Background: an optimization exercise with open tools, aiming at small area. Do not read the settings as production practice.
Function was checked by simulation only, so behaviour that the tests miss may differ from the original.
The flow treats the clock pin as an ideal source, which a real chip does not have.
Power is estimated from default activity; no workload was simulated.

[constraint.sdc]
create_clock -name core_clock -period 10.0 [get_ports {clk}]
set_input_delay 2.0000 -clock core_clock [delete_from_list [all_inputs] [get_ports {clk}]]
set_output_delay 2.0000 -clock core_clock [all_outputs]
set_load 0.01 [all_outputs]
[run.sh]
#!/bin/bash
# synth_recipe.tcl (not shown) runs the flow's synth.tcl, then flattens the netlist and writes it again
# the make line also repeats each setting of config.mk as NAME=value (left out here)
make -C /OpenROAD-flow-scripts/flow DESIGN_CONFIG=/design/flow/config.mk WORK_HOME=/design/flow/orfs CLKGATE_MAP_FILE= SYNTH_SCRIPT=/design/flow/synth_recipe.tcl finish
[design.v]
module i2c_reg_target #(
  parameter logic [6:0] CHIP_ADDR = 7'h39,
  parameter int         REG_DEPTH = 256,
  parameter bit         SCCB_MODE = 1'b0
) (
  input  logic       clk,
  input  logic       reset,
  input  logic       scl,
  input  logic       sda_i,
  output logic       sda_oe,
  output logic       wr_valid,
  output logic [7:0] wr_addr,
  output logic [7:0] wr_data,
  output logic       busy
);
  localparam logic [3:0] S_IDLE     = 4'd0;
  localparam logic [3:0] S_DEV_ADDR = 4'd1;
  localparam logic [3:0] S_DEV_ACK  = 4'd2;
  localparam logic [3:0] S_SUB_ADDR = 4'd3;
  localparam logic [3:0] S_SUB_ACK  = 4'd4;
  localparam logic [3:0] S_WR_DATA  = 4'd5;
  localparam logic [3:0] S_WR_ACK   = 4'd6;
  localparam logic [3:0] S_RD_DATA  = 4'd7;
  localparam logic [3:0] S_RD_ACK   = 4'd8;
  logic       scl_s1, scl_s2, scl_d;
  logic       sda_s1, sda_s2, sda_d;
  logic       scl_rise, scl_fall, start_seen, stop_seen;
  logic [3:0] state;
  logic [3:0] bit_cnt;
  logic [7:0] shreg;
  logic [7:0] byte_in;
  logic [7:0] rd_buf;
  logic [7:0] ptr;
  logic       rw;
  logic       sda_oe_q;
  logic       mem_we;
  logic [3:0] ph;         
  logic       clearing;   
  logic       wpend;      
  logic       wsel;       
  logic [7:0] tgt;        
  logic [7:0] head [16];  
  always_ff @(posedge clk) begin
    if (reset) begin
      scl_s1 <= 1'b1;
      scl_s2 <= 1'b1;
      scl_d  <= 1'b1;
      sda_s1 <= 1'b1;
      sda_s2 <= 1'b1;
      sda_d  <= 1'b1;
    end else begin
      scl_s1 <= scl;
      scl_s2 <= scl_s1;
      scl_d  <= scl_s2;
      sda_s1 <= sda_i;
      sda_s2 <= sda_s1;
      sda_d  <= sda_s2;
    end
  end
  assign scl_rise   =  scl_s2 & ~scl_d;
  assign scl_fall   = ~scl_s2 &  scl_d;
  assign start_seen =  scl_s2 &  scl_d & sda_d & ~sda_s2;
  assign stop_seen  =  scl_s2 &  scl_d & ~sda_d & sda_s2;
  assign byte_in = {shreg[6:0], sda_s2};
  assign mem_we  = scl_rise && (state == S_WR_DATA) && (bit_cnt == 4'd7);
  assign sda_oe = sda_oe_q & ~reset;
  always_ff @(posedge clk) begin
    if (reset) begin
      state    <= S_IDLE;
      bit_cnt  <= 4'd0;
      shreg    <= 8'h00;
      ptr      <= 8'h00;
      rw       <= 1'b0;
      sda_oe_q <= 1'b0;
      busy     <= 1'b0;
      wr_valid <= 1'b0;
      wr_addr  <= 8'h00;
      wr_data  <= 8'h00;
    end else begin
      wr_valid <= 1'b0;
      if (start_seen) begin
        state    <= S_DEV_ADDR;
        bit_cnt  <= 4'd0;
        sda_oe_q <= 1'b0;
        busy     <= 1'b0;
      end else if (stop_seen) begin
        state    <= S_IDLE;
        bit_cnt  <= 4'd0;
        sda_oe_q <= 1'b0;
        busy     <= 1'b0;
      end else begin
        case (state)
          S_DEV_ADDR: begin
            if (scl_rise) begin
              shreg   <= byte_in;
              bit_cnt <= bit_cnt + 4'd1;
              if (bit_cnt == 4'd7) begin
                bit_cnt <= 4'd0;
                if (byte_in[7:1] == CHIP_ADDR) begin
                  rw    <= byte_in[0];
                  state <= S_DEV_ACK;
                end else begin
                  state <= S_IDLE;
                end
              end
            end
          end
          S_DEV_ACK, S_SUB_ACK, S_WR_ACK: begin
            if (scl_rise) begin
              bit_cnt <= 4'd1;
            end else if (scl_fall && bit_cnt == 4'd0) begin
              sda_oe_q <= 1'b1;
              if (state == S_DEV_ACK) busy <= 1'b1;
            end else if (scl_fall) begin
              bit_cnt <= 4'd0;
              if (state == S_DEV_ACK && rw) begin
                sda_oe_q <= ~rd_buf[7];
                shreg    <= {rd_buf[6:0], 1'b0};
                state    <= S_RD_DATA;
              end else if (state == S_DEV_ACK) begin
                sda_oe_q <= 1'b0;
                state    <= S_SUB_ADDR;
              end else begin
                sda_oe_q <= 1'b0;
                state    <= S_WR_DATA;
                if (state == S_WR_ACK) ptr <= ptr + 8'd1;
              end
            end
          end
          S_SUB_ADDR: begin
            if (scl_rise) begin
              shreg   <= byte_in;
              bit_cnt <= bit_cnt + 4'd1;
              if (bit_cnt == 4'd7) begin
                bit_cnt <= 4'd0;
                ptr     <= byte_in;
                state   <= S_SUB_ACK;
              end
            end
          end
          S_WR_DATA: begin
            if (scl_rise) begin
              shreg   <= byte_in;
              bit_cnt <= bit_cnt + 4'd1;
              if (bit_cnt == 4'd7) begin
                bit_cnt  <= 4'd0;
                wr_valid <= 1'b1;
                wr_addr  <= ptr;
                wr_data  <= byte_in;
                state    <= S_WR_ACK;
              end
            end
          end
          S_RD_DATA: begin
            if (scl_rise) begin
              bit_cnt <= bit_cnt + 4'd1;
            end else if (scl_fall) begin
              if (bit_cnt == 4'd8) begin
                sda_oe_q <= 1'b0;
                bit_cnt  <= 4'd0;
                state    <= S_RD_ACK;
              end else begin
                sda_oe_q <= ~shreg[7];
                shreg    <= {shreg[6:0], 1'b0};
              end
            end
          end
          S_RD_ACK: begin
            if (scl_rise) begin
              if (SCCB_MODE || sda_s2) begin
                state <= S_IDLE;
              end else begin
                ptr     <= ptr + 8'd1;
                bit_cnt <= 4'd1;
              end
            end else if (scl_fall && bit_cnt == 4'd1) begin
              bit_cnt  <= 4'd0;
              sda_oe_q <= ~rd_buf[7];
              shreg    <= {rd_buf[6:0], 1'b0};
              state    <= S_RD_DATA;
            end
          end
          default: ;
        endcase
      end
    end
  end
  always_ff @(posedge clk) begin
    if (reset) begin
      ph       <= 4'd0;
      clearing <= 1'b1;
      wpend    <= 1'b0;
    end else begin
      ph <= ph + 4'd1;
      if (ph == 4'd15) clearing <= 1'b0;
      if (mem_we)    wpend <= 1'b1;
      else if (wsel) wpend <= 1'b0;
    end
  end
  assign wsel = wpend && (wr_addr[3:0] == ph);
  assign tgt = ptr + {7'd0, (state == S_RD_DATA) ||
                            (state == S_RD_ACK && bit_cnt == 4'd0)};
  for (genvar r = 0; r < 16; r++) begin : g_ring
    logic [127:0] ring;
    assign head[r] = (wsel && wr_addr[7:4] == r) ? wr_data :
                     clearing ? 8'h00 : ring[127:120];
    always_ff @(posedge clk) ring <= {ring[119:0], head[r]};
  end
  always_ff @(posedge clk) begin
    if (ph == tgt[3:0]) rd_buf <= head[tgt[7:4]];
  end
endmodule
[config.mk]
export PLATFORM = sky130hd
export DESIGN_NAME = i2c_reg_target
export DESIGN_NICKNAME = i2c_reg_target
export VERILOG_FILES = /design/flow/design.v
export SDC_FILE = /design/flow/constraint.sdc
export NUM_CORES = 4
export LEC_CHECK = 0
export CAP_MARGIN = 20
export CORE_MARGIN = 2
export CORE_UTILIZATION = 40
export CTS_BUF_LIST = sky130_fd_sc_hd__clkbuf_4
export SLEW_MARGIN = 20
==> results.cfg, run 1 <==
[global_routing]
antenna_found_initial = 14
grt_max_degree = 50
grt_overflow_total = 0
grt_pass1_wl_mm = 129
grt_pass1_vias = 22800
groute.usage.overall = 0.141

[sta]
slew_violations = 0
worst_pin_slew_ns = 1.04
holdWs_ns = 0.229
finClkSkew_ns = 0.129
timing.final.crit_period_ns = 5.28
slew_headroom = 0.305
tns_ns = 0
fmax_ghz = 0.189
period_share = 0.528
hold_violations = 0
finalSetupViolations = 0
grt_setup_unrepaired = no

[worst_setup_path]
cp-start-kind = input pin
worstReg2RegEnd = rd_buf[4]
worstPathRequired_ns = 8.00
r2r_cells = 12
reg2reg_setup_slack_ns = 4.86
arrival_ns = 3.28
crit_type = in -> out
timing.rr.start = state[0]
crit_fanout = 49
endpoint_kind = output pin

[flow_run]
max-cap-violations = 0

[synth]
yosys_most_used_dff = dfxtp_1
synth_fp_nets = 3121
yosysUniqueCellTypes = 82
synth_common_cells = dfxtp_1 (2104), nand2_1 (156), a21oi_1 (79)
ys_async_sr_fraction = 0
yosysTopAreaCell = dfxtp_1
seq_area_frac_synth = 0.879
synth_area_per_cell_sq_um = 15.5
yosysMostFrequentCell = dfxtp_1
synth.area.top_cells = dfxtp_1 (87%), nand2_1 (1.2%), nand2b_1 (0.93%)
syn_area_sq_um = 48200
syn_inst = 3107
yosys_warnings = 2
synth_edf_count = 8
yosys_register_bits = 2112
synth.top_cell.area_share = 0.874

[hold_path]
hold_start = g_ring[14].ring[115]
whs_path_depth = 0
min_path_type = reg -> reg
min_to = g_ring[14].ring[123]

[outcome]
status = no timing/DRC/antenna violations

[die]
die_w_microns = 351
start_util = 0.402
rows = 127
die_h_microns = 351
core_area_sq_um = 120000
dieArea_sq_um = 123000
ios = 23

[route]
drt_iter0_markers = 1302
routedWlPerCell_microns = 15.4
drc = 0
vias = 22800
detail-route-antenna-nets = 0
drt-vias-per-instance = 4.13
dr.pass1.iters = 7
drt_wl_total_mm = 85.0

[clock_tree]
clkLatencyLatePin_ns = 1.24
cts_resized = 0
cts-htree-levels = 5
cts_buffers = 472
cts_tree = done
hold_buffers = 0
post_cts_buffers = 0
clkSinkCount = 2112
cts_buffer_depth = 4
cts-root-buf = clkbuf_4
clk_transition_reported_paths_ns = 0.06

[placed_design]
hpwl_mm = 55.4
port_buffers = 22
place_congestion = 0.888

[finish]
nets = 3558
drive_gt1_frac = 0.213
area.growth.synth_to_final_pct = 16.8

[power]
power_density_nw_per_um2 = 263
vdd_drop_max_mv = 0.187
leakagePower_nw = 22.7
==> stage by stage <==
step | std cells | worst slack (ns) | area [sq um] | utilization | power [mW]
global placement | 4682 | 4.71 | 50300 | 0.420 | 8.72
global route | 5508 | 4.63 | 56300 | 0.470 | 15.6
detailed placement | 4682 | 4.69 | 50300 | 0.420 | 8.72
floorplan | 3107 | 5.65 | 48200 | - | 8.69
CTS | 5503 | 4.69 | 56300 | 0.470 | 15.1
finish | 5511 | 4.72 | 56300 | 0.470 | 14.8
==> cell families after synthesis <==
family,share of synthesized area
DFF,0.879
and+or+nand+nor,0.0578
AOI/OAI and AO/OA,0.0365
buffers and inverters,0.0105
muxes,0.0106
xor gates and xnor gates,0.00340
adders and majority gates,0.00260
==> how the worst max path moves through the flow <==
stage / slack (ns) / endpoint / start
floorplan: 5.65 / sda_oe / reset
finish: 4.72 / sda_oe / reset
global placement: 4.71 / sda_oe / reset
global route: 4.63 / rd_buf[0] / state[0]
detailed placement: 4.69 / sda_oe / reset
CTS: 4.69 / sda_oe / reset
==> report_power, final <==
part	internal (mW)	switching (mW)
Clock	3.44	2.88
Combinational	0.0249	0.0555
Sequential	8.43	0.0213
==> flip-flops by register name (all words and copies together), names as in the netlist, 4 cells and up <==
signal       cells
state            4
g_ring.ring   2048
wr_data          8
ph               4
wr_addr          8
shreg            8
bit_cnt          4
rd_buf           8
ptr              8
==> worst max-delay path, stage by stage <==
cell and delay, ns:
buf_2 0.66, nor2b_1 0.10, clkdlybuf4s50_1 0.51
==> final cells by class <==
type | instances | area (sq um)
tap | 1612 | 2020
sequential | 2112 | 42400
clock buffer | 725 | 5440
multi-input combinational | 867 | 5360
inverter | 44 | 165
clock inverter | 96 | 548
antenna | 8 | 20.0
timing repair buffer | 47 | 403
fill | 10600 | 63500
==> metal layers <==
layer	wire (microns)	up-vias	GRT usage
met3	4500	151	0.0440
li1	-	11300	-
met5	13	-	0
met2	35300	563	0.198
met1	42700	10700	0.194
met4	2510	2	0.0733
==> layout by cell type, fill, tap and decap left out, types with 9 or more instances in the layout <==
| cell | instances |
|---|---|
| clkbuf_4 | 725 |
| ha_1 | 10 |
| inv_1 | 43 |
| nor4_1 | 9 |
| and2_1 | 10 |
| clkinv_2 | 11 |
| a311oi_1 | 15 |
| nor2b_1 | 54 |
| o21ai_0 | 71 |
| nor3_1 | 23 |
| a31oi_1 | 12 |
| dfxtp_1 | 2103 |
| mux2i_1 | 42 |
| clkinv_1 | 70 |
| nor2_1 | 59 |
| or2_2 | 13 |
| buf_4 | 25 |
| nand3_1 | 38 |
| nand4_1 | 17 |
| nand2_1 | 156 |
| nor3b_1 | 10 |
| nand2b_1 | 72 |
| a21oi_1 | 79 |
| and3_1 | 15 |
| clkdlybuf4s50_1 | 21 |
==> inputs of run 2 (changes only) <==
--- a/config.mk
+++ b/config.mk
@@ -10,3 +10,2 @@
 export CORE_UTILIZATION = 40
-export CTS_BUF_LIST = sky130_fd_sc_hd__clkbuf_4
 export SLEW_MARGIN = 20
==> results.cfg, run 2 <==
[worst_setup_path]
worstPathRequired_ns = 8.00
cp-start-kind = input pin
crit_type = in -> out
arrival_ns = 3.29
crit_fanout = 49
reg2reg_setup_slack_ns = 4.85
endpoint_kind = output pin

[die]
core_area_sq_um = 120000
ios = 23
die_h_microns = 351
dieArea_sq_um = 123000
start_util = 0.402
rows = 127
die_w_microns = 351

[clock_tree]
cts-htree-levels = 4
clkSinkCount = 2112
cts_tree = done
hold_buffers = 0
post_cts_buffers = 0
clkLatencyLatePin_ns = 0.79
cts_buffer_depth = 3
cts_buffers = 180
cts_resized = 0
cts-root-buf = clkbuf_16
clk_transition_reported_paths_ns = 0.06

[global_routing]
grt_pass1_vias = 20100
grt_use_met1 = 0.202
met3_usage = 0.0351
grt-busiest-layer = met1
grt_overflow_total = 0
groute.usage.overall = 0.138
grtUsageMet2 = 0.193
antenna_found_initial = 12
grt_pass1_wl_mm = 125
grt_max_degree = 50

[outcome]
status = no timing/DRC/antenna violations

[finish]
largest-register = g_ring.ring
post-route-util = 0.472
drive_gt1_frac = 0.109
nets = 3266
final_area_sq_um = 56500
layout_common_cells = dfxtp_1 (2103), clkbuf_16 (181), nand2_1 (156)
layout.cells.most_common = dfxtp_1
largest_reg_flops = 2048
area.growth.synth_to_final_pct = 17.2
final_cells = 5020

[synth]
synth.area.mux_share = 0.0106
yosys_warnings = 2
yosys.area_share.xor_xnor = 0.00340
synth_common_cells = dfxtp_1 (2104), nand2_1 (156), a21oi_1 (79)
synth_area_per_cell_sq_um = 15.5
yosysMostFrequentCell = dfxtp_1
yosys.area_share.simple = 0.0578
syn_area_sq_um = 48200
yosysUniqueCellTypes = 82
synth-compound-area-share = 0.0365
synth_fp_nets = 3121
synthAdderAreaFrac = 0.00260
synth.top_cell.area_share = 0.874
synth_top_family_by_area = simple AND/OR/NAND/NOR gates
yosys_register_bits = 2112
ys_async_sr_fraction = 0
seq_area_frac_synth = 0.879
synth_edf_count = 8
yosys_most_used_dff = dfxtp_1
synth.area.top_cells = dfxtp_1 (87%), nand2_1 (1.2%), nand2b_1 (0.93%)
syn_inst = 3107
yosysTopAreaCell = dfxtp_1

[sta]
holdWs_ns = 0.287
slew_violations = 0
tns_ns = 0
fmax_ghz = 0.189
grt_setup_unrepaired = no
finClkSkew_ns = 0.0437
fin_ws_ns = 4.71
finalSetupViolations = 0
hold_violations = 0
timing.final.crit_period_ns = 5.29
slew_headroom = 0.255
period_share = 0.529
worst_pin_slew_ns = 1.11

[route]
detail-route-antenna-nets = 0
vias = 21100
drt_wl_total_mm = 84.1
dr.pass1.iters = 5
drt_iter0_markers = 1465
drt-vias-per-instance = 4.21
routedWlPerCell_microns = 16.8
drc = 0

[placed_design]
hpwl_mm = 55.4
port_buffers = 22
post_dp_cell_area_sq_um = 50300
dpl.cell_count = 4682
place_congestion = 0.888
post-place-ws_ns = 4.69

[power]
leakagePower_nw = 22.1
power_density_nw_per_um2 = 274
power_mw = 15.5
vdd_drop_max_mv = 0.185

[flow_run]
max-cap-violations = 0

[hold_path]
min_path_type = reg -> reg
run 2: changes by cell type in the layout (fill, tap and decap cells not counted), sizes merged:
cell	delta
clkbuf	-456
diode	-1
clkinv	-45
inv	+7
bufinv	+3
clkinvlp	+1
run 2: critical path, cell delays in order:
cell and delay (ns):
buf_2 0.67, nor2b_1 0.10, clkdlybuf4s50_1 0.51
run 2: final timing paths:
kind,start,to,cells past startpoint
hold / removal,g_ring[14].ring[84],g_ring[14].ring[92],0
setup / recovery,reset,sda_oe,3
hold reg to reg,g_ring[14].ring[84],g_ring[14].ring[92],0
setup reg to reg,state[0],rd_buf[4],12
run 2: cell families (layout without fill, tap and decap cells):
family / count (synthesis) / after routing
flops: 2112 / 2112
simple gates: 522 / 522
compound gates: 271 / 271
buf+inv: 128 / 422
mux: 50 / 50
xor+xnor: 14 / 14
fa+ha+maj: 10 / 10
other cells: 0 / 7
run 2: final cells by class:
type	instances	area, sq um
Clock inverter	62	825
Tap cell	1612	2020
Inverter	44	165
Antenna cell	7	17.5
Timing Repair Buffer	47	403
Clock buffer	269	5350
Multi-Input combinational cell	867	5360
Fill cell	10300	63300
Sequential cell	2112	42400
run 2: routing by layer:
| layer | vias up | part of all wire |
|---|---|---|
| met4 | 0 | 0.030 |
| met3 | 141 | 0.053 |
| met5 | - | 0 |
| li1 | 10400 | - |
| met2 | 453 | 0.41 |
| met1 | 10100 | 0.51 |
run 2: power breakdown:
part	internal [mW]	leakage (nW)	switching [mW]
clock	3.98	3.03	2.95
combinational	0.0249	2.03	0.0554
sequential	8.43	17.0	0.0213
total	12.4	22.1	3.03
==> inputs of run 3 (changes only) <==
--- a/config.mk
+++ b/config.mk
@@ -10,2 +10,4 @@
 export CORE_UTILIZATION = 40
+export CTS_BUF_LIST = sky130_fd_sc_hd__clkbuf_2 sky130_fd_sc_hd__clkbuf_4 sky130_fd_sc_hd__clkbuf_8
+export CTS_CLUSTER_SIZE = 30
 export SLEW_MARGIN = 20
==> results.cfg, run 3 <==
[global_routing]
grt_pass1_vias = 21300
grt_overflow_total = 0
grt_max_degree = 50
grt_pass1_wl_mm = 127
antenna_found_initial = 13
groute.usage.overall = 0.139

[clock_tree]
cts-root-buf = clkbuf_8
cts_buffers = 314
post_cts_buffers = 0
cts_resized = 0
hold_buffers = 0
cts_tree = done
clkLatencyLatePin_ns = 0.93
cts_buffer_depth = 4
clk_transition_reported_paths_ns = 0.06
clkSinkCount = 2112
cts-htree-levels = 5

[synth]
syn_area_sq_um = 48200
yosys_register_bits = 2112
yosysTopAreaCell = dfxtp_1
synth.top_cell.area_share = 0.874
seq_area_frac_synth = 0.879
yosys_most_used_dff = dfxtp_1
yosysMostFrequentCell = dfxtp_1
synth_edf_count = 8
synth_common_cells = dfxtp_1 (2104), nand2_1 (156), a21oi_1 (79)
ys_async_sr_fraction = 0
synth.area.top_cells = dfxtp_1 (87%), nand2_1 (1.2%), nand2b_1 (0.93%)
yosys_warnings = 2
synth_area_per_cell_sq_um = 15.5
synth_fp_nets = 3121
yosysUniqueCellTypes = 82
syn_inst = 3107

[die]
core_area_sq_um = 120000
die_h_microns = 351
rows = 127
die_w_microns = 351
ios = 23
dieArea_sq_um = 123000
start_util = 0.402

[worst_setup_path]
arrival_ns = 3.28
reg2reg_setup_slack_ns = 4.82
crit_family = buffers and inverters
worstPathCellList = buf_2, nor2b_1, clkdlybuf4s50_1
worstPathRequired_ns = 8.00
timing.rr.start = state[0]
crit_type = in -> out
cpPeakStageDelay_ns = 0.66
cp-start-kind = input pin
path_buf_inv = 2
crit_fanout = 49
critPathLaunch = reset
endpoint_kind = output pin
cp_slowest_cell = buf_2

[route]
routedWlPerCell_microns = 16.3
dr.pass1.iters = 5
drc = 0
detail-route-antenna-nets = 0
drt_wl_total_mm = 84.7
drt_iter0_markers = 1388
drt-vias-per-instance = 4.18
vias = 21800

[finish]
final_cells = 5204
largest_reg_flops = 2048
layout_common_cells = dfxtp_1 (2103), clkbuf_8 (363), nand2_1 (156)
area.growth.synth_to_final_pct = 17.5
drive_gt1_frac = 0.166
layout.cells.most_common = dfxtp_1
nets = 3400
largest-register = g_ring.ring

[power]
power_density_nw_per_um2 = 271
leakagePower_nw = 22.4
vdd_drop_max_mv = 0.256

[hold_path]
min_path_type = reg -> reg
hold_start = g_ring[11].ring[74]

[sta]
slew_violations = 0
worst_pin_slew_ns = 1.06
fmax_ghz = 0.189
finClkSkew_ns = 0.0679
slew_headroom = 0.288
finalSetupViolations = 0
period_share = 0.528
timing.final.crit_period_ns = 5.28
fin_ws_ns = 4.72
hold_violations = 0
tns_ns = 0
grt_setup_unrepaired = no

[placed_design]
hpwl_mm = 55.4
dpl.cell_count = 4682
port_buffers = 22
place_congestion = 0.888
post-place-ws_ns = 4.69

[flow_run]
max-cap-violations = 0

[outcome]
status = no timing/DRC/antenna violations
-- run 3: cell types whose count changed in the layout (fill, tap and decap cells not counted), moves of 3 or more --
cell / change
clkbuf_1: -39
clkbuf_16: -181
clkbuf_4: +106
clkbuf_8: +314
clkinv_16: -7
clkinv_2: -4
clkinvlp_4: +3
inv_6: -5
-- run 3: cells by family (layout without fill, tap and decap cells) --
logic type / count (synthesis) / count (layout) / share of synthesized area
AO/OA/AOI/OAI: 271 / 271 / 0.0365
XOR/XNOR: 14 / 14 / 0.00340
adder cells (fa/ha/maj): 10 / 10 / 0.00260
buffers and inverters: 128 / 607 / 0.0105
flip-flops: 2112 / 2112 / 0.879
multiplexers: 50 / 50 / 0.0106
other: 0 / 6 / 0
AND/OR/NAND/NOR: 522 / 522 / 0.0578
-- run 3: layout make-up --
| type | count | area (sq um) |
|---|---|---|
| clock buffer | 469 | 5790 |
| tap | 1612 | 2020 |
| antenna | 6 | 15.0 |
| clock inverter | 47 | 531 |
| fill | 10400 | 63200 |
| multi-input combinational | 867 | 5360 |
| sequential | 2112 | 42400 |
| inverter | 44 | 165 |
| timing repair buffer | 47 | 403 |
-- run 3: routing by layer --
metal	global-route usage	vias up	wire length, microns	share of wire
met5	0	-	13	0.00015
met1	0.198	10300	42500	0.50
li1	-	10700	-	-
met2	0.195	552	34700	0.41
met4	0.0677	2	2810	0.033
met3	0.0390	193	4710	0.056
-- run 3: path summary, 6_finish.rpt --
| path | endpoint | cells past startpoint |
|---|---|---|
| min reg2reg | g_ring[11].ring[82] | 0 |
| max | sda_oe | 3 |
| max reg2reg | rd_buf[4] | 12 |
| min | g_ring[11].ring[82] | 0 |
-- run 3: stage by stage --
| step | power (mW) | utilization | hold slack (ns) | area (sq um) |
|---|---|---|---|---|
| global placement | 8.72 | 0.420 | 0.310 | 50300 |
| detailed placement | 8.72 | 0.420 | 0.312 | 50300 |
| CTS | 15.6 | 0.473 | 0.246 | 56600 |
| finish | 15.3 | 0.473 | 0.260 | 56600 |
| global route | 15.9 | 0.473 | 0.271 | 56600 |
| floorplan | 8.69 | - | 0.310 | 48200 |
-- run 3: where the power goes --
part           leakage [nW]  switching [mW]  internal (mW)  total [mW]
clock                  3.36            2.88           3.92        6.80
sequential             17.0          0.0213           8.43        8.45
combinational          2.03          0.0553         0.0249      0.0801
total                  22.4            2.96           12.4        15.3
==> inputs of run 4 (changes only) <==
--- a/design.v
+++ b/design.v
@@ -38,3 +38,2 @@
   logic       clearing;   
-  logic       wpend;      
   logic       wsel;       
@@ -191,3 +190,2 @@
       clearing <= 1'b1;
-      wpend    <= 1'b0;
     end else begin
@@ -195,7 +193,5 @@
       if (ph == 4'd15) clearing <= 1'b0;
-      if (mem_we)    wpend <= 1'b1;
-      else if (wsel) wpend <= 1'b0;
     end
   end
-  assign wsel = wpend && (wr_addr[3:0] == ph);
+  assign wsel = (wr_addr[3:0] == ph);
   assign tgt = ptr + {7'd0, (state == S_RD_DATA) ||
==> flow/run.sh (new file) <==
#!/bin/bash
# The standard layout (standard.sh), with a leaner clock tree: sinks are
# clustered explicitly (up to 20 flip-flops within 40 um per clkbuf_8, a
# clkbuf_16 root) instead of by 1% of the buffers' max capacitance, and CTS
# adds no dummy loads. Everything else is the standard flow.
set -euo pipefail
cd "$(dirname "$0")/.."
export CTS_ARGS="-sink_clustering_enable -repair_clock_nets -buf_list sky130_fd_sc_hd__clkbuf_8 -root_buf sky130_fd_sc_hd__clkbuf_16 -sink_clustering_size 20 -sink_clustering_max_diameter 40 -dont_use_dummy_load"
bash standard.sh > standard.log 2>&1
==> standard.sh (new file) <==
#!/bin/bash
# synth_recipe.tcl (not shown) runs the flow's synth.tcl, then flattens the netlist and writes it again
# the make line also repeats each setting of config.mk as NAME=value (left out here)
make -C /OpenROAD-flow-scripts/flow DESIGN_CONFIG=/design/flow/config.mk WORK_HOME=/design/flow/orfs CLKGATE_MAP_FILE= SYNTH_SCRIPT=/design/flow/synth_recipe.tcl "${@:-finish}"
--- a/config.mk
+++ b/config.mk
@@ -9,5 +9,3 @@
 export CORE_MARGIN = 2
-export CORE_UTILIZATION = 40
-export CTS_BUF_LIST = sky130_fd_sc_hd__clkbuf_2 sky130_fd_sc_hd__clkbuf_4 sky130_fd_sc_hd__clkbuf_8
-export CTS_CLUSTER_SIZE = 30
+export CORE_UTILIZATION = 70
 export SLEW_MARGIN = 20
removed: run.sh
==> results.cfg, run 4 <==
[outcome]
status = no timing/DRC/antenna violations

[clock_tree]
hold_buffers = 0
clkSinkCount = 2111
cts_tree = done
post_cts_buffers = 0
cts_resized = 0
clkLatencyLatePin_ns = 0.69
cts-root-buf = clkbuf_16
cts_buffer_depth = 3
cts-htree-levels = 4
clk_transition_reported_paths_ns = 0.11
cts_buffers = 149

[worst_setup_path]
r2r_cells = 12
cpPeakStageDelay_ns = 0.64
crit_fanout = 48
worstPathCellList = buf_2, nor2b_1, clkdlybuf4s50_1
cp_slowest_cell = buf_2
cp-start-kind = input pin
arrival_ns = 3.36
worstPathRequired_ns = 8.00
crit_family = buffers and inverters
path_buf_inv = 2
crit_type = in -> out
endpoint_kind = output pin
timing.rr.start = state[2]
reg2reg_setup_slack_ns = 5.61
worstReg2RegEnd = rd_buf[0]

[power]
vdd_drop_max_mv = 0.173
power_density_nw_per_um2 = 238
power_mw = 12.1
leakagePower_nw = 20.2

[synth]
synth_fp_nets = 2905
synth_top_family_by_area = simple AND/OR/NAND/NOR gates
ys_async_sr_fraction = 0
synth.top_cell.area_share = 0.885
synth.area.top_cells = dfxtp_1 (88%), mux2i_1 (2.3%), nand2b_1 (1.3%)
syn_inst = 2891
synth_edf_count = 8
yosys_register_bits = 2111
yosys_warnings = 2
synth-compound-area-share = 0.0269
yosysTopAreaCell = dfxtp_1
yosys.area_share.simple = 0.0425
synth.area.mux_share = 0.0270
seq_area_frac_synth = 0.890
yosys.area_share.xor_xnor = 0.00363
yosysUniqueCellTypes = 71
synth_common_cells = dfxtp_1 (2103), mux2i_1 (111), nand2b_1 (97)
yosysMostFrequentCell = dfxtp_1
synth_area_per_cell_sq_um = 16.5
yosys_most_used_dff = dfxtp_1
synthAdderAreaFrac = 0.00263
syn_area_sq_um = 47600

[sta]
worst_pin_slew_ns = 1.18
slew_headroom = 0.206
period_share = 0.536
finalSetupViolations = 0
fmax_ghz = 0.187
hold_violations = 0
slew_violations = 0
tns_ns = 0
timing.final.crit_period_ns = 5.36
grt_setup_unrepaired = no
holdWs_ns = 0.249
fin_ws_ns = 4.64
finClkSkew_ns = 0.101

[route]
dr_wl_met3_mm = 3.73
top_layer_used = met4
drt-vias-per-instance = 4.95
routedWlPerCell_microns = 18.9
vias = 19200
dr.pass1.iters = 8
drc = 0
drt_iter0_markers = 1225
drt_wl_total_mm = 73.4
met1Wirelength_mm = 36.0
wl_met2_mm = 31.0
detail-route-antenna-nets = 0

[die]
dieArea_sq_um = 70100
die_w_microns = 265
ios = 23
start_util = 0.707
rows = 95
core_area_sq_um = 67300
die_h_microns = 265

[finish]
drive_gt1_frac = 0.0651
final_cells = 3883
largest_reg_flops = 2048
layout_common_cells = dfxtp_1 (2102), clkbuf_8 (148), mux2i_1 (111)
final_area_sq_um = 50800
layout.cells.most_common = dfxtp_1
largest-register = g_ring.ring
nets = 3025
area.growth.synth_to_final_pct = 6.69
post-route-util = 0.755

[global_routing]
antenna_found_initial = 4
groute.usage.overall = 0.214
grt_overflow_total = 0
grt_max_degree = 68
grt_pass1_vias = 18900
grt_pass1_wl_mm = 110

[placed_design]
dpl.cell_count = 3733
post_dp_cell_area_sq_um = 48700
place_congestion = 0.948
hpwl_mm = 47.9
port_buffers = 22
post-place-ws_ns = 4.63

[hold_path]
whs_path_depth = 0
hold_start = g_ring[4].ring[5]
min_path_type = reg -> reg
min_to = g_ring[4].ring[13]

[flow_run]
max-cap-violations = 0
## run 4: cell count changes in the layout (fill, tap and decap cells not counted), moves of 34 or more
cell / delta
clkbuf_8: -215
clkbuf_4: -106
nand2_1: -103
mux2i_1: +69
a21oi_1: -60
o21ai_0: -38
a22oi_1: +34
## run 4: per-layer routing
layer  global-route usage  vias to the layer above
met5                    0                        -
met4               0.0928                        0
met3               0.0464                      192
met2                0.314                      463
met1                0.310                     9126
li1                     -                     9442
## run 4: logic make-up (layout without fill, tap and decap cells)
group	Yosys count	after routing
fa+ha+maj	10	10
mux	126	126
flops	2111	2111
xor+xnor	15	15
buf+inv	88	206
simple gates	357	357
other cells	0	1
compound gates	184	184
## run 4: layout make-up
cell class | instances | area [sq um]
Sequential cell | 2111 | 42300
Fill cell | 3963 | 16500
Multi-Input combinational cell | 692 | 4910
Clock buffer | 149 | 2060
Tap cell | 873 | 1090
Timing Repair Buffer | 26 | 245
Inverter | 31 | 116
Antenna cell | 1 | 2.50
## run 4: where the power goes
part / switching [mW] / internal (mW)
Sequential: 0.0126 / 8.41
Clock: 2.25 / 1.35
Combinational: 0.0299 / 0.0144
## run 4: worst reg2reg max path: stages (launching register included)
cell and delay, ns:
dfxtp_1 0.71, nand2_1 0.36, nor2_1 0.32, a31o_2 0.20, ha_1 0.19, ha_1 0.19, nand3_1 0.25, o21a_1 0.28
o211ai_1 0.45, nor2_1 0.31, a22o_1 0.30, a211o_1 0.30, o31a_1 0.31
## run 4: how the worst max path moves through the flow
stage	startpoint	end	slack [ns]	cells past startpoint
2_1_floorplan	reset	sda_oe	5.64	2
3_3_place_gp	reset	sda_oe	4.64	3
3_5_place_dp	reset	sda_oe	4.63	3
4_1_cts	reset	sda_oe	4.62	3
5_1_grt	reset	sda_oe	4.54	3
6_report	reset	sda_oe	4.64	3
==> inputs of run 5 (changes only) <==
--- a/design.v
+++ b/design.v
@@ -36,3 +36,3 @@
   logic       mem_we;
-  logic [3:0] ph;         
+  logic [4:0] ph;         
   logic       clearing;   
@@ -188,16 +188,19 @@
     if (reset) begin
-      ph       <= 4'd0;
+      ph       <= 5'd0;
       clearing <= 1'b1;
     end else begin
-      ph <= ph + 4'd1;
-      if (ph == 4'd15) clearing <= 1'b0;
+      ph <= ph + 5'd1;
+      if (ph[3:0] == 4'd15) clearing <= 1'b0;
     end
   end
-  assign wsel = (wr_addr[3:0] == ph);
+  assign wsel = (wr_addr[3:0] == ph[3:0]);
   assign tgt = ptr + {7'd0, (state == S_RD_DATA) ||
                             (state == S_RD_ACK && bit_cnt == 4'd0)};
+  logic [7:0]  wdat;
+  logic [15:0] sel;
+  assign wdat = (wr_data & {8{~clearing}}) ^ {8{~ph[4]}};
   for (genvar r = 0; r < 16; r++) begin : g_ring
     logic [127:0] ring;
-    assign head[r] = (wsel && wr_addr[7:4] == r) ? wr_data :
-                     clearing ? 8'h00 : ring[127:120];
+    assign sel[r]  = clearing || (wsel && wr_addr[7:4] == r);
+    assign head[r] = ~((ring[127:120] | {8{sel[r]}}) & (wdat | {8{~sel[r]}}));
     always_ff @(posedge clk) ring <= {ring[119:0], head[r]};
@@ -205,3 +208,3 @@
   always_ff @(posedge clk) begin
-    if (ph == tgt[3:0]) rd_buf <= head[tgt[7:4]];
+    if (ph[3:0] == tgt[3:0]) rd_buf <= head[tgt[7:4]] ^ {8{ph[4]}};
   end
==> flow/run.sh (replaced) <==
#!/bin/bash
# The standard layout (standard.sh) with two changes:
#  - synthesis maps the logic with an area-oriented ABC script
#    (flow/abc_area_map.script) in place of ORFS's speed script; every other
#    synthesis step, and so every register and its cell, is the standard one.
#    OpenROAD's repair steps still fix slew, capacitance and timing later.
#  - a leaner clock tree: sinks are clustered explicitly (up to 20 flip-flops
#    within 40 um per clkbuf_8, a clkbuf_16 root) instead of by 1% of the
#    buffers' max capacitance, and CTS adds no dummy loads.
set -euo pipefail
cd "$(dirname "$0")/.."
WD=$PWD
rm -rf "$WD/orfs_scripts"
cp -r "$FLOW_HOME/scripts" "$WD/orfs_scripts"
cp "$WD/flow/abc_area_map.script" "$WD/orfs_scripts/abc_speed.script"
export CTS_ARGS="-sink_clustering_enable -repair_clock_nets -buf_list sky130_fd_sc_hd__clkbuf_8 -root_buf sky130_fd_sc_hd__clkbuf_16 -sink_clustering_size 20 -sink_clustering_max_diameter 40 -dont_use_dummy_load"
bash standard.sh SCRIPTS_DIR="$WD/orfs_scripts" finish > standard.log 2>&1
==> flow/abc_area_map.script (new file) <==
strash
dc2
dch
amap
topo
--- a/config.mk
+++ b/config.mk
@@ -9,3 +9,3 @@
 export CORE_MARGIN = 2
-export CORE_UTILIZATION = 70
+export CORE_UTILIZATION = 82
 export SLEW_MARGIN = 20
==> results.cfg, run 5 <==
[synth]
yosys_most_used_dff = dfxtp_1
yosys.area_share.xor_xnor = 0.000191
yosys_register_bits = 2112
yosys.area_share.simple = 0.0198
syn_area_sq_um = 45900
synth_area_per_cell_sq_um = 16.8
synth.area.mux_share = 0
yosysMostFrequentCell = dfxtp_1
synth_top_family_by_area = compound AO/OA/AOI/OAI gates
yosys_warnings = 2
synth_edf_count = 8
yosysTopAreaCell = dfxtp_1
ys_async_sr_fraction = 0
synth_common_cells = dfxtp_1 (2104), o22ai_1 (138), clkinv_1 (82)
synth.area.top_cells = dfxtp_1 (92%), o22ai_1 (1.9%), clkinv_1 (0.67%)
synth.top_cell.area_share = 0.917
synth-compound-area-share = 0.0482
seq_area_frac_synth = 0.922
synthAdderAreaFrac = 0.00272
synth_fp_nets = 2755
syn_inst = 2741
yosysUniqueCellTypes = 35

[placed_design]
post_dp_cell_area_sq_um = 47300
port_buffers = 22
place_congestion = 0.883
post-place-ws_ns = 3.73
hpwl_mm = 72.1

[clock_tree]
cts_buffer_depth = 3
post_cts_buffers = 0
hold_buffers = 0
cts-htree-levels = 4
cts-root-buf = clkbuf_16
cts_buffers = 143
cts_resized = 0
clkSinkCount = 2112

[die]
die_h_microns = 241
ios = 23
start_util = 0.832
die_w_microns = 241
rows = 86

[outcome]
status = stopped before the end
failed_stage = 4_1_cts
tool.error = [ERROR DPL-0033] detailed placement checks failed during check placement.
[run 5: power by group through the flow]
stage	Combinational, mW	Clock [mW]	Sequential, mW
global placement	0.375	0	8.71
floorplan	0.253	0	8.69
detailed placement	0.431	0	8.72
[run 5: logic make-up after synthesis]
family	count (synthesis)
compound gates	340
flops	2112
simple gates	196
xor+xnor	1
buf+inv	82
fa+ha+maj	10
[run 5: stage by stage]
stage	total power [mW]	std cells
detailed placement	9.15	3533
global placement	9.09	3533
floorplan	8.94	2741
[run 5: worst min-delay path by stage]
stage                                      to                from  slack, ns  depth (start not counted)
after floorplan           g_ring[0].ring[100]  g_ring[0].ring[92]       0.31                          0
after global placement     g_ring[0].ring[62]  g_ring[0].ring[54]       0.31                          0
after detailed placement   g_ring[2].ring[46]  g_ring[2].ring[38]       0.31                          0
==> inputs of run 6 (changes only) <==
==> flow/run.sh (replaced) <==
#!/bin/bash
set -euo pipefail
cd "$(dirname "$0")/.."
WD=$PWD
rm -rf "$WD/orfs_scripts"
cp -r "$FLOW_HOME/scripts" "$WD/orfs_scripts"
cp "$WD/flow/abc_area_map.script" "$WD/orfs_scripts/abc_speed.script"
STD=(bash standard.sh SCRIPTS_DIR="$WD/orfs_scripts")
RES="$WD/orfs/results/sky130hd/i2c_reg_target/base"

"${STD[@]}" place > standard_place.log 2>&1

B8=sky130_fd_sc_hd__clkbuf_8
B16=sky130_fd_sc_hd__clkbuf_16
BASE="-sink_clustering_enable -repair_clock_nets -dont_use_dummy_load -root_buf $B16"
CANDS=(
  "$BASE -buf_list $B8 -sink_clustering_size 24 -sink_clustering_max_diameter 60"
  "$BASE -buf_list $B8 -sink_clustering_size 20 -sink_clustering_max_diameter 40"
  "$BASE -buf_list $B8 -sink_clustering_size 16 -sink_clustering_max_diameter 35"
  "$BASE -buf_list $B16 -sink_clustering_size 32 -sink_clustering_max_diameter 50"
  "$BASE -buf_list {$B8 $B16} -sink_clustering_size 20 -sink_clustering_max_diameter 40"
)
mkdir -p cts_try
for i in "${!CANDS[@]}"; do
  CTS_TRY_DIR="$RES" CTS_TRY_ARGS="${CANDS[$i]}" \
    openroad -no_init -exit flow/cts_est.tcl > "cts_try/try_$i.log" 2>&1 &
  if (( (i + 1) % 4 == 0 )); then wait; fi
done
wait
BEST=""; BESTA=""
for i in "${!CANDS[@]}"; do
  r=$(sed -n 's/^RESULT //p' "cts_try/try_$i.log" | tail -1)
  [[ -z "$r" ]] && continue
  a=${r% *}; s=${r#* }
  echo "candidate $i: area +$a um2, est clock-pin slew $s ns: ${CANDS[$i]}" >> cts_try/summary.log
  if awk -v s="$s" 'BEGIN{exit !(s <= 0.112)}'; then
    if [[ -z "$BESTA" ]] || awk -v a="$a" -v b="$BESTA" 'BEGIN{exit !(a < b)}'; then
      BEST=$i; BESTA=$a
    fi
  fi
done
if [[ -n "$BEST" ]]; then
  echo "chosen: $BEST" >> cts_try/summary.log
  export CTS_ARGS="${CANDS[$BEST]}"
fi

"${STD[@]}" finish > standard_finish.log 2>&1

m=$(FINAL_DIR="$RES" openroad -no_init -exit flow/clk_slew.tcl 2>&1 | tee clk_slew.log | sed -n 's/^MAXSLEW //p' | tail -1)
if [[ -n "${CTS_ARGS:-}" ]] && ! awk -v s="${m:-1}" 'BEGIN{exit !(s <= 0.126)}'; then
  echo "final clock-pin slew $m too high; redoing CTS with ORFS defaults" >> cts_try/summary.log
  mkdir -p attempt1_logs && cp -r "$WD/orfs/logs" attempt1_logs/
  unset CTS_ARGS
  "${STD[@]}" clean_finish clean_route clean_cts > standard_clean.log 2>&1
  "${STD[@]}" finish > standard_finish2.log 2>&1
fi
==> flow/clk_slew.tcl (new file) <==
# Largest flip-flop clock-pin slew of the final layout, from its extracted
# parasitics.
set plat $::env(FLOW_HOME)/platforms/sky130hd
read_liberty $plat/lib/sky130_fd_sc_hd__tt_025C_1v80.lib
read_db $::env(FINAL_DIR)/6_final.odb
read_sdc $::env(FINAL_DIR)/6_final.sdc
read_spef $::env(FINAL_DIR)/6_final.spef
set mx 0
foreach pin [get_pins -hierarchical */CLK] {
  foreach rf {rise fall} {
    set s [get_property $pin slew_max_$rf]
    if {$s > $mx} { set mx $s }
  }
}
puts "MAXSLEW $mx"
==> flow/cts_est.tcl (new file) <==
# Trial CTS on the placed design: builds the clock tree with $CTS_TRY_ARGS,
# legalizes, global-routes and prints the cell area added and the largest
# flip-flop clock-pin slew estimated from the global routes.
set plat $::env(FLOW_HOME)/platforms/sky130hd
read_liberty $plat/lib/sky130_fd_sc_hd__tt_025C_1v80.lib
read_db $::env(CTS_TRY_DIR)/3_place.odb
read_sdc $::env(CTS_TRY_DIR)/3_place.sdc
source $plat/setRC.tcl
set a0 [rsz::design_area]
eval clock_tree_synthesis $::env(CTS_TRY_ARGS)
detailed_placement
set_global_routing_layer_adjustment met1-met5 0.2
set_routing_layers -clock met3-met5
set_routing_layers -signal met1-met5
global_route -congestion_iterations 30 -allow_congestion
estimate_parasitics -global_routing
set mx 0
foreach pin [get_pins -hierarchical */CLK] {
  foreach rf {rise fall} {
    set s [get_property $pin slew_max_$rf]
    if {$s > $mx} { set mx $s }
  }
}
puts "RESULT [expr {([rsz::design_area] - $a0) * 1e12}] $mx"
--- a/config.mk
+++ b/config.mk
@@ -9,3 +9,3 @@
 export CORE_MARGIN = 2
-export CORE_UTILIZATION = 82
+export CORE_UTILIZATION = 70
 export SLEW_MARGIN = 20
==> results.cfg, run 6 <==
[clock_tree]
post_cts_buffers = 0
hold_buffers = 0
clk_transition_reported_paths_ns = 0.09
cts_tree = done
clkSinkCount = 2112
clkLatencyLatePin_ns = 0.70
cts_buffers = 173
cts_resized = 0

[finish]
layout_common_cells = dfxtp_1 (2104), clkbuf_8 (172), o22ai_1 (138)
nets = 2974
drive_gt1_frac = 0.0700
layout.cells.most_common = dfxtp_1
largest_reg_flops = 2048
largest-register = g_ring.ring
final_cells = 3818
area.growth.synth_to_final_pct = 8.63

[synth]
syn_area_sq_um = 45900
synth.top_cell.area_share = 0.917
yosysMostFrequentCell = dfxtp_1
syn_inst = 2741
synth_edf_count = 8
yosysTopAreaCell = dfxtp_1
yosys_most_used_dff = dfxtp_1
ys_async_sr_fraction = 0
yosys_warnings = 2
yosys_register_bits = 2112
synth_fp_nets = 2755
yosysUniqueCellTypes = 35
synth.area.top_cells = dfxtp_1 (92%), o22ai_1 (1.9%), clkinv_1 (0.67%)
synth_common_cells = dfxtp_1 (2104), o22ai_1 (138), clkinv_1 (82)
seq_area_frac_synth = 0.922
synth_area_per_cell_sq_um = 16.8

[die]
rows = 93
dieArea_sq_um = 67700
die_h_microns = 260
die_w_microns = 260
start_util = 0.710
core_area_sq_um = 64700
ios = 23

[sta]
fin_ws_ns = 3.93
finClkSkew_ns = 0.0974
timing.final.crit_period_ns = 6.07
slew_headroom = 0.283
period_share = 0.607
worst_pin_slew_ns = 1.07
slew_violations = 0
finalSetupViolations = 0
tns_ns = 0
fmax_ghz = 0.165
hold_violations = 0
grt_setup_unrepaired = no

[placed_design]
dpl.cell_count = 3640
hpwl_mm = 57.6
post-place-ws_ns = 4.14
place_congestion = 0.905
port_buffers = 22

[worst_setup_path]
cp-start-kind = flop
worstPathCellList = nor2_1, nand3_1, o21ai_0, ha_1, nand3_1, nor3_1, clkinv_1, nor3_1, nor2_1, a21oi_1, clkinv_1, nand4_1, clkinv_1, a222oi_1, nand3_1, a2111oi_0, o211ai_1, o21ai_0, a21oi_1
endpoint_kind = flop
arrival_ns = 6.41
cp_slowest_cell = a2111oi_0
timing.rr.start = state[2]
crit_type = reg -> reg
r2r_cells = 19
critPathLaunch = state[2]
crit_fanout = 10
crit_family = compound AO/OA/AOI/OAI gates
cpPeakStageDelay_ns = 0.75
worstPathRequired_ns = 10.35
path_depth = 19
path_buf_inv = 3

[route]
drc = 0
drt_wl_total_mm = 83.1
routedWlPerCell_microns = 21.8
vias = 19600
dr.pass1.iters = 8
drt-vias-per-instance = 5.14
drt_iter0_markers = 1533
detail-route-antenna-nets = 0

[global_routing]
grt_pass1_wl_mm = 121
grt_pass1_vias = 20100
grt_overflow_total = 0
groute.usage.overall = 0.251
grt_max_degree = 30
antenna_found_initial = 21

[hold_path]
hold_start = g_ring[10].ring[19]
whs_path_depth = 0
min_path_type = reg -> reg

[power]
internal_power_mw = 10.2
p_sw_mw = 2.63
vdd_drop_max_mv = 0.174
swShare = 0.206
combPwrFrac = 0.032
leakagePower_nw = 19.6
power_density_nw_per_um2 = 256
pwr-share-clk = 0.302
p_seq_frac = 0.666

[outcome]
status = no timing/DRC/antenna violations

[flow_run]
max-cap-violations = 0
## run 6: area by class of cell
cell class	instances	area, sq um
Sequential cell	2112	42400
Antenna cell	5	12.5
Tap cell	855	1070
Timing Repair Buffer	44	385
Inverter	82	308
Clock buffer	173	2390
Fill cell	3262	14800
Multi-Input combinational cell	547	3360
## run 6: power groups by stage
stage	sequential, mW	clock, mW	combinational [mW]
6_report	8.52	3.86	0.405
5_1_grt	8.52	4.20	0.443
4_1_cts	8.52	3.93	0.396
3_5_place_dp	8.71	0	0.394
2_1_floorplan	8.69	0	0.253
3_3_place_gp	8.71	0	0.384
## run 6: per-layer routing
layer | track usage | vias up | share of wire
li1 | - | 9395 | -
met1 | 0.336 | 9387 | 0.45
met2 | 0.395 | 640 | 0.46
met3 | 0.0544 | 209 | 0.060
met4 | 0.115 | 4 | 0.038
met5 | 0 | - | 0.00031
## run 6: logic make-up (layout without fill, tap and decap cells)
logic type,count (synthesis),in the layout,share of synthesized area
buf+inv,82,299,0.00670
fa+ha+maj,10,10,0.00272
flops,2112,2112,0.922
simple gates,196,196,0.0198
other cells,0,5,0
xor+xnor,1,1,0.000191
compound gates,340,340,0.0482
## run 6: per-stage QoR
| stage | utilization | power [mW] | area [sq um] | hold WS [ns] |
|---|---|---|---|---|
| 4_1_cts | 0.771 | 12.8 | 49900 | 0.255 |
| 3_3_place_gp | 0.733 | 9.10 | 47400 | 0.309 |
| 3_5_place_dp | 0.734 | 9.11 | 47500 | 0.312 |
| 5_1_grt | 0.771 | 13.2 | 49900 | 0.274 |
| 6_report | 0.771 | 12.8 | 49900 | 0.275 |
| 2_1_floorplan | - | 8.94 | 45900 | 0.310 |
## run 6: final timing paths
check                         to  slack [ns]
min reg2reg  g_ring[10].ring[27]        0.27
max reg2reg            rd_buf[0]        3.93
min          g_ring[10].ring[27]        0.27
max                    rd_buf[0]        3.93
==> inputs of run 7 (changes only) <==
--- a/design.v
+++ b/design.v
@@ -39,2 +39,3 @@
   logic       wsel;       
+  logic [7:0] ptr_inc;
   logic [7:0] tgt;        
@@ -124,3 +125,3 @@
                 state    <= S_WR_DATA;
-                if (state == S_WR_ACK) ptr <= ptr + 8'd1;
+                if (state == S_WR_ACK) ptr <= ptr_inc;
               end
@@ -196,4 +197,5 @@
   assign wsel = (wr_addr[3:0] == ph[3:0]);
-  assign tgt = ptr + {7'd0, (state == S_RD_DATA) ||
-                            (state == S_RD_ACK && bit_cnt == 4'd0)};
+  assign ptr_inc = ptr + 8'd1;
+  assign tgt = ((state == S_RD_DATA) || (state == S_RD_ACK && bit_cnt == 4'd0)) ?
+               ptr_inc : ptr;
   logic [7:0]  wdat;
--- a/flow/run.sh
+++ b/flow/run.sh
@@ -7,2 +7,4 @@
 cp "$WD/flow/abc_area_map.script" "$WD/orfs_scripts/abc_speed.script"
+# The port buffers the standard flow inserts are plain buf_1 cells.
+export BUFFER_PORTS_ARGS="-buffer_cell sky130_fd_sc_hd__buf_1"
 STD=(bash standard.sh SCRIPTS_DIR="$WD/orfs_scripts")
@@ -18,3 +20,6 @@
   "$BASE -buf_list $B8 -sink_clustering_size 20 -sink_clustering_max_diameter 40"
+  "$BASE -buf_list $B8 -sink_clustering_size 20 -sink_clustering_max_diameter 40 -distance_between_buffers 60"
+  "$BASE -buf_list $B8 -sink_clustering_size 18 -sink_clustering_max_diameter 40 -distance_between_buffers 60"
   "$BASE -buf_list $B8 -sink_clustering_size 16 -sink_clustering_max_diameter 35"
+  "$BASE -buf_list $B8 -sink_clustering_size 16 -sink_clustering_max_diameter 35 -distance_between_buffers 60"
   "$BASE -buf_list $B16 -sink_clustering_size 32 -sink_clustering_max_diameter 50"
@@ -35,3 +40,3 @@
   echo "candidate $i: area +$a um2, est clock-pin slew $s ns: ${CANDS[$i]}" >> cts_try/summary.log
-  if awk -v s="$s" 'BEGIN{exit !(s <= 0.112)}'; then
+  if awk -v s="$s" 'BEGIN{exit !(s <= 0.116)}'; then
     if [[ -z "$BESTA" ]] || awk -v a="$a" -v b="$BESTA" 'BEGIN{exit !(a < b)}'; then
--- a/config.mk
+++ b/config.mk
@@ -9,3 +9,3 @@
 export CORE_MARGIN = 2
-export CORE_UTILIZATION = 70
+export CORE_UTILIZATION = 76
 export SLEW_MARGIN = 20
==> results.cfg, run 7 <==
[outcome]
status = no timing/DRC/antenna violations

[clock_tree]
post_cts_buffers = 0
clkLatencyLatePin_ns = 0.71
clk_transition_reported_paths_ns = 0.09
cts_resized = 0
cts_buffers = 171
clkSinkCount = 2112
hold_buffers = 0
cts_tree = done

[synth]
yosysUniqueCellTypes = 37
synth_common_cells = dfxtp_1 (2104), o22ai_1 (147), clkinv_1 (72)
yosysTopAreaCell = dfxtp_1
yosysMostFrequentCell = dfxtp_1
synth_edf_count = 8
yosys_register_bits = 2112
yosys_warnings = 2
synth_area_per_cell_sq_um = 16.9
synth.top_cell.area_share = 0.919
synth.area.top_cells = dfxtp_1 (92%), o22ai_1 (2.0%), clkinv_1 (0.59%)
ys_async_sr_fraction = 0
synth_fp_nets = 2721
yosys_most_used_dff = dfxtp_1
syn_area_sq_um = 45800
syn_inst = 2709
seq_area_frac_synth = 0.924

[hold_path]
min_path_type = reg -> reg
hold_start = g_ring[6].ring[101]

[finish]
largest-register = g_ring.ring
layout_common_cells = dfxtp_1 (2104), clkbuf_8 (170), o22ai_1 (147)
nets = 2952
area.growth.synth_to_final_pct = 8.27
layout.cells.most_common = dfxtp_1
drive_gt1_frac = 0.0739
final_area_sq_um = 49600
final_cells = 3724
largest_reg_flops = 2048
fillers = 2372

[worst_setup_path]
cp-start-kind = flop
crit_type = reg -> reg
crit_fanout = 9
crit_end = rd_buf[3]
arrival_ns = 6.03
r2r_cells = 17
endpoint_kind = flop
worstReg2RegEnd = rd_buf[3]
critPathLaunch = ph[2]
timing.rr.start = ph[2]
reg2reg_setup_slack_ns = 4.32
worstPathRequired_ns = 10.35

[global_routing]
grt_overflow_total = 0
groute.usage.overall = 0.310
grt_pass1_wl_mm = 137
grt_max_degree = 29
grt_pass1_vias = 21500
antenna_found_initial = 13

[route]
routedWlPerCell_microns = 25.6
top_layer_used = met5
drt_wl_total_mm = 95.3
dr_wl_met3_mm = 6.78
drt-vias-per-instance = 5.52
drc = 0
met1Wirelength_mm = 37.7
detail-route-antenna-nets = 0
vias = 20600
drt_iter0_markers = 2071
dr.pass1.iters = 7
wl_met2_mm = 44.9

[die]
die_w_microns = 250
start_util = 0.764
core_area_sq_um = 60000
dieArea_sq_um = 62300
die_h_microns = 250
rows = 90
ios = 23

[placed_design]
dpl.cell_count = 3548
post_dp_cell_area_sq_um = 47300
hpwl_mm = 62.6
port_buffers = 22
place_congestion = 0.873

[sta]
timing.final.crit_period_ns = 5.68
hold_violations = 0
finClkSkew_ns = 0.0980
worst_pin_slew_ns = 1.13
tns_ns = 0
fmax_ghz = 0.176
period_share = 0.568
finalSetupViolations = 0
slew_headroom = 0.237
slew_violations = 0
grt_setup_unrepaired = no

[power]
leakagePower_nw = 19.6
vdd_drop_max_mv = 0.201
power_mw = 12.8
power_density_nw_per_um2 = 258

[flow_run]
max-cap-violations = 0
-- run 7: cell count changes in the layout (fill, tap and decap cells not counted), sizes merged, moves of 6 or more --
cell / previous run / this run
buf: 21 / 57
clkdlybuf4s50: 22 / 0
nor4: 3 / 20
a21oi: 55 / 40
o21ai: 53 / 39
nand3: 19 / 8
clkinv: 82 / 72
a22o: 1 / 10
o22ai: 138 / 147
o221a: 8 / 16
a22oi: 26 / 20
-- run 7: worst min path at each step --
stage,slack [ns],end,depth (start not counted)
floorplan,0.31,g_ring[0].ring[100],0
global placement,0.31,g_ring[3].ring[80],0
detailed placement,0.31,g_ring[0].ring[61],0
CTS,0.28,g_ring[6].ring[109],0
global route,0.30,g_ring[6].ring[109],0
finish,0.29,g_ring[6].ring[109],0
-- run 7: cell type report --
class                   count  area (sq um)  share of cell area
flip-flops and latches   2112         42400               0.853
multi-input cells         525          3310              0.0666
clock buffers             171          2360              0.0476
well taps                 782           978              0.0197
repair buffers             58           350             0.00706
inverters                  72           270             0.00544
diodes                      4          10.0            0.000202
-- run 7: kinds of logic after synthesis --
family          share of synthesized area
flops                               0.924
compound gates                     0.0488
simple gates                       0.0192
buf+inv                           0.00589
fa+ha+maj                         0.00218
-- run 7: critical path, stage by stage (launching register included) --
cell	delay [ns]
dfxtp_1	0.41
clkinv_1	0.17
nand2_1	0.10
o21ai_0	0.11
or4_1	0.69
or3_1	0.48
o21ai_0	0.91
buf_4	0.32
clkinv_1	0.23
o22ai_1	0.78
a22oi_1	0.21
nand2_1	0.21
a221oi_1	0.08
nand4_1	0.21
a211o_1	0.14
o21ai_0	0.11
nor2_1	0.12
a21oi_1	0.05
-- run 7: where the power goes --
group | switching, mW | leakage (nW) | internal, mW
logic | 0.260 | 1.33 | 0.109
clock network | 2.37 | 1.23 | 1.54
registers | 0.0474 | 17.0 | 8.46
-- run 7: per-layer routing --
metal | vias up | global-route usage
met4 | 2 | 0.182
li1 | 9352 | -
met5 | - | 0
met3 | 352 | 0.0671
met1 | 9879 | 0.389
met2 | 984 | 0.504
-- run 7: metrics by stage --
| stage | setup slack, ns | hold slack, ns | utilization |
|---|---|---|---|
| after floorplan | 5.79 | 0.310 | - |
| after global placement | 4.78 | 0.309 | 0.787 |
| after detailed placement | 4.64 | 0.312 | 0.787 |
| after CTS | 4.70 | 0.277 | 0.827 |
| after global routing | 4.13 | 0.295 | 0.827 |
| final | 4.32 | 0.291 | 0.827 |
==> inputs of run 8 (changes only) <==
--- a/config.mk
+++ b/config.mk
@@ -9,3 +9,3 @@
 export CORE_MARGIN = 2
-export CORE_UTILIZATION = 76
+export CORE_UTILIZATION = 70
 export SLEW_MARGIN = 20
==> results.cfg, run 8 <==
[synth]
seq_area_frac_synth = 0.924
synthAdderAreaFrac = 0.00218
yosysUniqueCellTypes = 37
yosys_warnings = 2
syn_area_sq_um = 45800
synth.top_cell.area_share = 0.919
synth-compound-area-share = 0.0488
syn_inst = 2709
yosys.area_share.simple = 0.0192
ys_async_sr_fraction = 0
synth_area_per_cell_sq_um = 16.9
yosysMostFrequentCell = dfxtp_1
yosys_most_used_dff = dfxtp_1
synth_edf_count = 8
synth_common_cells = dfxtp_1 (2104), o22ai_1 (147), clkinv_1 (72)
yosys_register_bits = 2112
yosysTopAreaCell = dfxtp_1
synth.area.top_cells = dfxtp_1 (92%), o22ai_1 (2.0%), clkinv_1 (0.59%)
synth_top_family_by_area = compound AO/OA/AOI/OAI gates
synth_fp_nets = 2721
yosys.area_share.xor_xnor = 0
synth.area.mux_share = 0

[die]
start_util = 0.710
ios = 23
rows = 93
core_area_sq_um = 64600
die_w_microns = 260
die_h_microns = 260
dieArea_sq_um = 67600

[clock_tree]
cts_tree = done
cts_resized = 0
clk_transition_reported_paths_ns = 0.07
clkSinkCount = 2112
clkLatencyLatePin_ns = 0.73
cts_buffers = 146
post_cts_buffers = 0
hold_buffers = 0

[sta]
slew_violations = 0
hold_violations = 0
tns_ns = 0
timing.final.crit_period_ns = 5.49
slew_headroom = 0.334
fmax_ghz = 0.182
finClkSkew_ns = 0.0827
period_share = 0.549
finalSetupViolations = 0
worst_pin_slew_ns = 0.991
holdWs_ns = 0.284
grt_setup_unrepaired = no

[worst_setup_path]
worstReg2RegEnd = rd_buf[2]
worstPathRequired_ns = 10.38
arrival_ns = 5.87
crit_type = reg -> reg
timing.rr.start = state[0]
cp-start-kind = flop
endpoint_kind = flop
r2r_cells = 15
critPathLaunch = state[0]
reg2reg_setup_slack_ns = 4.51
crit_fanout = 10

[finish]
layout_common_cells = dfxtp_1 (2104), o22ai_1 (147), clkbuf_16 (146)
area.growth.synth_to_final_pct = 11.3
post-route-util = 0.790
fillers = 2922
layout.cells.most_common = dfxtp_1
final_area_sq_um = 51000
nets = 2926
drive_gt1_frac = 0.0663
largest_reg_flops = 2048
largest-register = g_ring.ring

[global_routing]
grt_overflow_total = 0
grt_pass1_wl_mm = 155
grt_max_degree = 29
grt_pass1_vias = 22500
groute.usage.overall = 0.325
antenna_found_initial = 15

[hold_path]
hold_start = g_ring[2].ring[9]
min_to = g_ring[2].ring[17]
whs_path_depth = 0
min_path_type = reg -> reg

[outcome]
status = no timing/DRC/antenna violations

[power]
power_density_nw_per_um2 = 277
vdd_drop_max_mv = 0.237
leakagePower_nw = 20.2

[route]
vias = 21300
routedWlPerCell_microns = 28.4
detail-route-antenna-nets = 0
dr.pass1.iters = 6
drt_iter0_markers = 2468
drt_wl_total_mm = 107
drt-vias-per-instance = 5.65
drc = 0

[placed_design]
hpwl_mm = 59.8
place_congestion = 0.857
post_dp_cell_area_sq_um = 47400
port_buffers = 22

[flow_run]
max-cap-violations = 0
## run 8: routing by layer
layer / vias to the layer above / wire, microns / GRT usage
met5: - / 37 / 0
met4: 6 / 5740 / 0.160
met3: 402 / 7810 / 0.0649
met2: 1171 / 52300 / 0.544
met1: 10400 / 41300 / 0.407
li1: 9327 / - / -
## run 8: cell type report
| cell class | count | area, sq um | share of cell area |
|---|---|---|---|
| timing repair buffer | 57 | 345 | 0.00677 |
| inverter | 72 | 270 | 0.00530 |
| multi-input combinational | 525 | 3330 | 0.0652 |
| antenna | 4 | 10.0 | 0.000196 |
| sequential | 2112 | 42400 | 0.830 |
| tap | 855 | 1070 | 0.0210 |
| clock buffer | 146 | 3650 | 0.0716 |
## run 8: critical path, stage by stage, from the launching register on
cell,delay [ns]
dfxtp_1,0.39
clkinv_1,0.20
nand3_1,0.24
clkinv_1,0.20
a41oi_2,0.66
clkinv_1,0.44
o22ai_1,0.66
clkinv_1,0.46
nor4_2,0.91
a222oi_1,0.33
nand4_1,0.21
a21oi_1,0.06
nand2_1,0.10
o21ai_0,0.11
nor2_1,0.14
a21oi_1,0.06
## run 8: kinds of logic after synthesis
kind of cell,Yosys count
flops,2112
compound gates,330
simple gates,187
buf+inv,72
fa+ha+maj,8
## run 8: per-stage QoR
step                setup WS (ns)  total power [mW]  std cells
floorplan                    5.79              8.91       2709
global placement             4.63              9.05       3621
detailed placement           4.41              9.05       3621
CTS                          4.33              14.2       3767
global route                 4.30              14.5       3767
finish                       4.51              14.1       3771
## run 8: report_power, final
part / switching (mW) / internal [mW]
sequential: 0.0528 / 8.46
combinational: 0.265 / 0.111
clock: 2.68 / 2.58
## run 8: worst max-delay path by stage
stage / end / slack (ns)
floorplan: rd_buf[7] / 5.79
CTS: rd_buf[2] / 4.33
detailed placement: rd_buf[2] / 4.41
global placement: rd_buf[2] / 4.63
global route: rd_buf[2] / 4.30
finish: rd_buf[2] / 4.51

-- port drivers added, routing unchanged --
The results above use ideal ports. As a check the final layouts listed here were re-extracted and re-timed, cells and wires unchanged.
Step 1 (the two cells are an assumption about what drives the block):
set clk [get_ports {clk}]
set_driving_cell -lib_cell sky130_fd_sc_hd__clkbuf_16 $clk
set_driving_cell -lib_cell sky130_fd_sc_hd__buf_2 [delete_from_list [all_inputs] $clk]
Step 2 also shifts input and output timing later by t, the mid clock arrival at the registers, as if the neighbouring blocks saw the same clock.
Slacks: no drivers / after step 1 / after step 2; pairs: no drivers / after step 1.
run	t, ns	slack for setup (ns)	worst setup path after step 2	worst register clock-pin slew, ns
run 1	1.240	4.717 / 4.692 / 4.692	input to output	0.08 / 0.08
run 2	0.835	4.711 / 4.686 / 4.686	input to output	0.07 / 0.07
run 3	0.962	4.718 / 4.693 / 4.693	input to output	0.07 / 0.07
run 4	0.706	4.642 / 4.608 / 4.608	input to output	0.11 / 0.11
run 6	0.722	3.932 / 3.932 / 3.932	register to register	0.10 / 0.10
run 7	0.726	4.320 / 4.320 / 4.320	register to register	0.10 / 0.10
run 8	0.767	4.513 / 4.513 / 4.513	register to register	0.10 / 0.10
After both steps every run listed still meets setup and hold. The setup slack of run 4, which loses most, moves by -0.034 ns with the drivers and by -0.034 ns with both steps.
